Context: an optimization exercise on an open-source flow, tuned for small area and a short achievable clock period. The choices shown serve that exercise and are no tape-out recipe.
In this exercise RTL edits were held to simulation tests only and were not proved equivalent to the original.
Power is estimated from default activity; no workload was simulated.

==> flow/design.v <==
module core_read_master #(
    parameter logic [63:0] INITIAL_ADDR = 64'h0,
    parameter int          FIFO_DEPTH   = 8
) (
    input  logic         clk,
    input  logic         rst,
    input  logic         Start_i,
    input  logic [8:0]   LineCount_i,
    input  logic         AccuEn_i,
    output logic         Busy_o,
    output logic         Done_o,
    output logic [63:0]  AvalonAddr_o,
    output logic         AvalonRead_o,
    input  logic [511:0] AvalonReadData_i,
    input  logic         AvalonReadDataValid_i,
    output logic         AvalonLock_o,
    input  logic         AvalonWaitReq_i,
    output logic [511:0] ReadData_o,
    output logic         ReadValid_o,
    input  logic         ReadAck_i,
    output logic         First_o,
    output logic         Last_o
);
    localparam int RING = FIFO_DEPTH - 1;    
    localparam logic [62:0] BASE = INITIAL_ADDR[62:0];
    logic        busy;           
    logic        issuing;        
    logic        draining;       
    logic        done;           
    logic        accu;
    logic [8:0]  issued;         
    logic [8:0]  to_issue;       
    logic        all_issued;     
    logic [8:0]  undeliv;        
    logic        und0;           
    logic        und1;           
    logic        first;          
    logic [FIFO_DEPTH:0] credit;  
    logic [FIFO_DEPTH:0] outst;   
    logic        rd_req;         
    logic        take_ok;        
    logic            hv;         
    logic [RING:0]   s_cnt;      
    logic [RING-1:0] wr_oh;      
    logic [RING-1:0] rd_oh;      
    logic [RING-1:0] wen;        
    logic [RING:0]   hsel;       
    logic [511:0]    head;
    logic [511:0]    ring [RING];
    logic start, fire, push, pop, s_nz, store, pop_ring, keep;
    assign start    = !busy && Start_i;
    assign fire     = rd_req && !AvalonWaitReq_i;
    assign push     = AvalonReadDataValid_i && take_ok;
    assign pop      = hv && ReadAck_i;
    assign s_nz     = !s_cnt[0];
    assign store    = push && (s_nz || (hv && !ReadAck_i));
    assign pop_ring = ReadAck_i && s_nz;
    assign keep     = hv && !ReadAck_i;
    logic        busy_n, issuing_n, draining_n, done_n, all_issued_n;
    logic [FIFO_DEPTH:0] credit_n, outst_n;
    logic [RING:0]   s_cnt_n;
    logic [RING-1:0] wr_oh_n, rd_oh_n, wen_n;
    always_comb begin
        busy_n       = busy;
        issuing_n    = issuing;
        draining_n   = draining;
        done_n       = 1'b0;
        all_issued_n = all_issued;
        if (start) begin
            busy_n       = 1'b1;
            issuing_n    = (LineCount_i != 9'd0);
            draining_n   = (LineCount_i == 9'd0);
            all_issued_n = (LineCount_i == 9'd0);
        end else begin
            if (fire) begin
                all_issued_n = (to_issue == 9'd1);
            end
            if (issuing && all_issued) begin
                issuing_n  = 1'b0;
                draining_n = 1'b1;
            end
            if (draining && (und0 || (pop && und1))) begin
                draining_n = 1'b0;
                done_n     = 1'b1;
            end
            if (done) begin
                busy_n = 1'b0;
            end
        end
        case ({fire, pop})
            2'b10:   credit_n = {credit[FIFO_DEPTH-1:0], 1'b0};
            2'b01:   credit_n = {1'b0, credit[FIFO_DEPTH:1]};
            default: credit_n = credit;
        endcase
        case ({fire, push})
            2'b10:   outst_n = {outst[FIFO_DEPTH-1:0], 1'b0};
            2'b01:   outst_n = {1'b0, outst[FIFO_DEPTH:1]};
            default: outst_n = outst;
        endcase
        case ({store, pop_ring})
            2'b10:   s_cnt_n = {s_cnt[RING-1:0], 1'b0};
            2'b01:   s_cnt_n = {1'b0, s_cnt[RING:1]};
            default: s_cnt_n = s_cnt;
        endcase
        wr_oh_n = store    ? {wr_oh[RING-2:0], wr_oh[RING-1]} : wr_oh;
        if (store) begin
            wen_n = (pop_ring || !s_cnt[RING-1]) ? {wr_oh[RING-2:0], wr_oh[RING-1]} : '0;
        end else begin
            wen_n = (pop_ring || !s_cnt[RING]) ? wr_oh : '0;
        end
        rd_oh_n = pop_ring ? {rd_oh[RING-2:0], rd_oh[RING-1]} : rd_oh;
    end
    always_ff @(posedge clk) begin
        if (rst) begin
            busy       <= 1'b0;
            issuing    <= 1'b0;
            draining   <= 1'b0;
            done       <= 1'b0;
            all_issued <= 1'b1;
            credit     <= FIFO_DEPTH'(1);
            outst      <= FIFO_DEPTH'(1);
            rd_req     <= 1'b0;
            take_ok    <= 1'b0;
            hv         <= 1'b0;
            s_cnt      <= RING'(1);
            wr_oh      <= RING'(1);
            rd_oh      <= RING'(1);
            wen        <= RING'(1);
            hsel       <= {1'b1, RING'(0)};
        end else begin
            busy       <= busy_n;
            issuing    <= issuing_n;
            draining   <= draining_n;
            done       <= done_n;
            all_issued <= all_issued_n;
            credit     <= credit_n;
            outst      <= outst_n;
            rd_req     <= issuing_n && !all_issued_n && !credit_n[FIFO_DEPTH];
            take_ok    <= (issuing_n || draining_n) && !outst_n[0];
            hv         <= keep || push || s_nz;
            s_cnt      <= s_cnt_n;
            wr_oh      <= wr_oh_n;
            rd_oh      <= rd_oh_n;
            wen        <= wen_n;
            hsel       <= s_cnt_n[0] ? {1'b1, RING'(0)} : {1'b0, rd_oh_n};
        end
    end
    always_ff @(posedge clk) begin
        if (start) begin
            accu     <= AccuEn_i;
            issued   <= 9'd0;
            to_issue <= LineCount_i;
            undeliv  <= LineCount_i;
            und0     <= (LineCount_i == 9'd0);
            und1     <= (LineCount_i == 9'd1);
            first    <= 1'b1;
        end else begin
            if (fire) begin
                issued   <= issued + 9'd1;
                to_issue <= to_issue - 9'd1;
            end
            if (pop) begin
                undeliv <= undeliv - 9'd1;
                und0    <= und1;
                und1    <= (undeliv == 9'd2);
                first   <= 1'b0;
            end
        end
    end
    for (genvar k = 0; k < RING; k++) begin : g_ring
        always_ff @(posedge clk) begin
            if (wen[k]) begin
                ring[k] <= AvalonReadData_i;
            end
        end
    end
    logic [511:0] head_nxt;
    always_comb begin
        head_nxt = ({512{keep}} & head) | ({512{!keep && hsel[RING]}} & AvalonReadData_i);
        for (int k = 0; k < RING; k++) begin
            head_nxt = head_nxt | ({512{!keep && hsel[k]}} & ring[k]);
        end
    end
    always_ff @(posedge clk) begin
        head <= head_nxt;
    end
    assign Busy_o       = busy;
    assign Done_o       = done;
    assign AvalonRead_o = rd_req;
    assign AvalonLock_o = rd_req;
    assign AvalonAddr_o = {accu, BASE + 63'(issued)};
    assign ReadValid_o  = hv;
    assign ReadData_o   = head;
    assign First_o      = first;
    assign Last_o       = und1;
endmodule
==> flow/config.mk <==
export PLATFORM = sky130hd
export DESIGN_NAME = core_read_master
export DESIGN_NICKNAME = core_read_master
export VERILOG_FILES = /design/flow/design.v
export SDC_FILE = /design/flow/constraint.sdc
export NUM_CORES = 4
export LEC_CHECK = 0
export CAP_MARGIN = 20
export CORE_MARGIN = 2
export CORE_UTILIZATION = 55
export SETUP_SLACK_MARGIN = 2.2
export SLEW_MARGIN = 20
==> flow/constraint.sdc <==
create_clock -name core_clock -period 4.5 [get_ports {clk}]
set_input_delay 0.9000 -clock core_clock [delete_from_list [all_inputs] [get_ports {clk}]]
set_output_delay 0.9000 -clock core_clock [all_outputs]
set_load 0.01 [all_outputs]
standard.sh (not shown) runs the stock make flow with config.mk's settings and CLKGATE_MAP_FILE= SYNTH_SCRIPT=/design/flow/synth_recipe.tcl, a recipe that flattens the netlist after the stock synthesis.
==> flow/flow/run.sh <==
#!/bin/bash
set -euo pipefail
bash standard.sh synth > make_synth.log 2>&1
bash standard.sh "BUFFER_PORTS_ARGS=-buffer_cell sky130_fd_sc_hd__buf_2" finish > make_layout.log 2>&1
The starting point produced a clean layout.
Change:
Settings changed: CTS_CLUSTER_DIAMETER from default to 60, CTS_CLUSTER_SIZE from default to 30.
The new run finished with timing, DRC and antenna clean. Design area goes down by 2.9%. Die area stays the same. Utilization goes down by 1.9 points. Clock power goes down by 27%. Worst hold slack gets worse by 14 ps. Critical path depth stays the same. Clock skew goes up by 3.2 ps. First-iteration DRC count goes up by 4.1%. Non-clock buffer count goes up by 3. Sequential power hardly moves. Area after synthesis does not change.

[port drivers added, routing unchanged]
How much do the figures lean on ideal ports? The routed layouts below were timed once more, with nothing changed but the port constraints. Step 1, drivers: a clkbuf_16 drives clk and a buf_2 each remaining input, both assumed. Step 2 adds t to the input delays and takes it off the output delays; t is the mean of the earliest and latest rising clock arrival at the registers after step 1. Input paths then give back, and output paths get back, about the clock's delay inside the block. a / b / c = no drivers / after step 1 / after step 2; a / b = the first two.
run	t (ns)	setup slack, ns	hold WS [ns]	latest minus earliest clock arrival (ns)	cell pins on the clock port's net
the first run	1.029	2.072 / 1.967 / 1.335	0.171 / 0.093 / 0.452	0.047 / 0.048	1
the second run	1.043	2.058 / 1.952 / 1.313	0.157 / 0.078 / 0.458	0.071 / 0.071	1
After both steps every run listed still meets setup and hold. For the second run, which loses most, drivers alone change the setup slack by -0.106 ns; drivers and shift together by -0.745 ns.
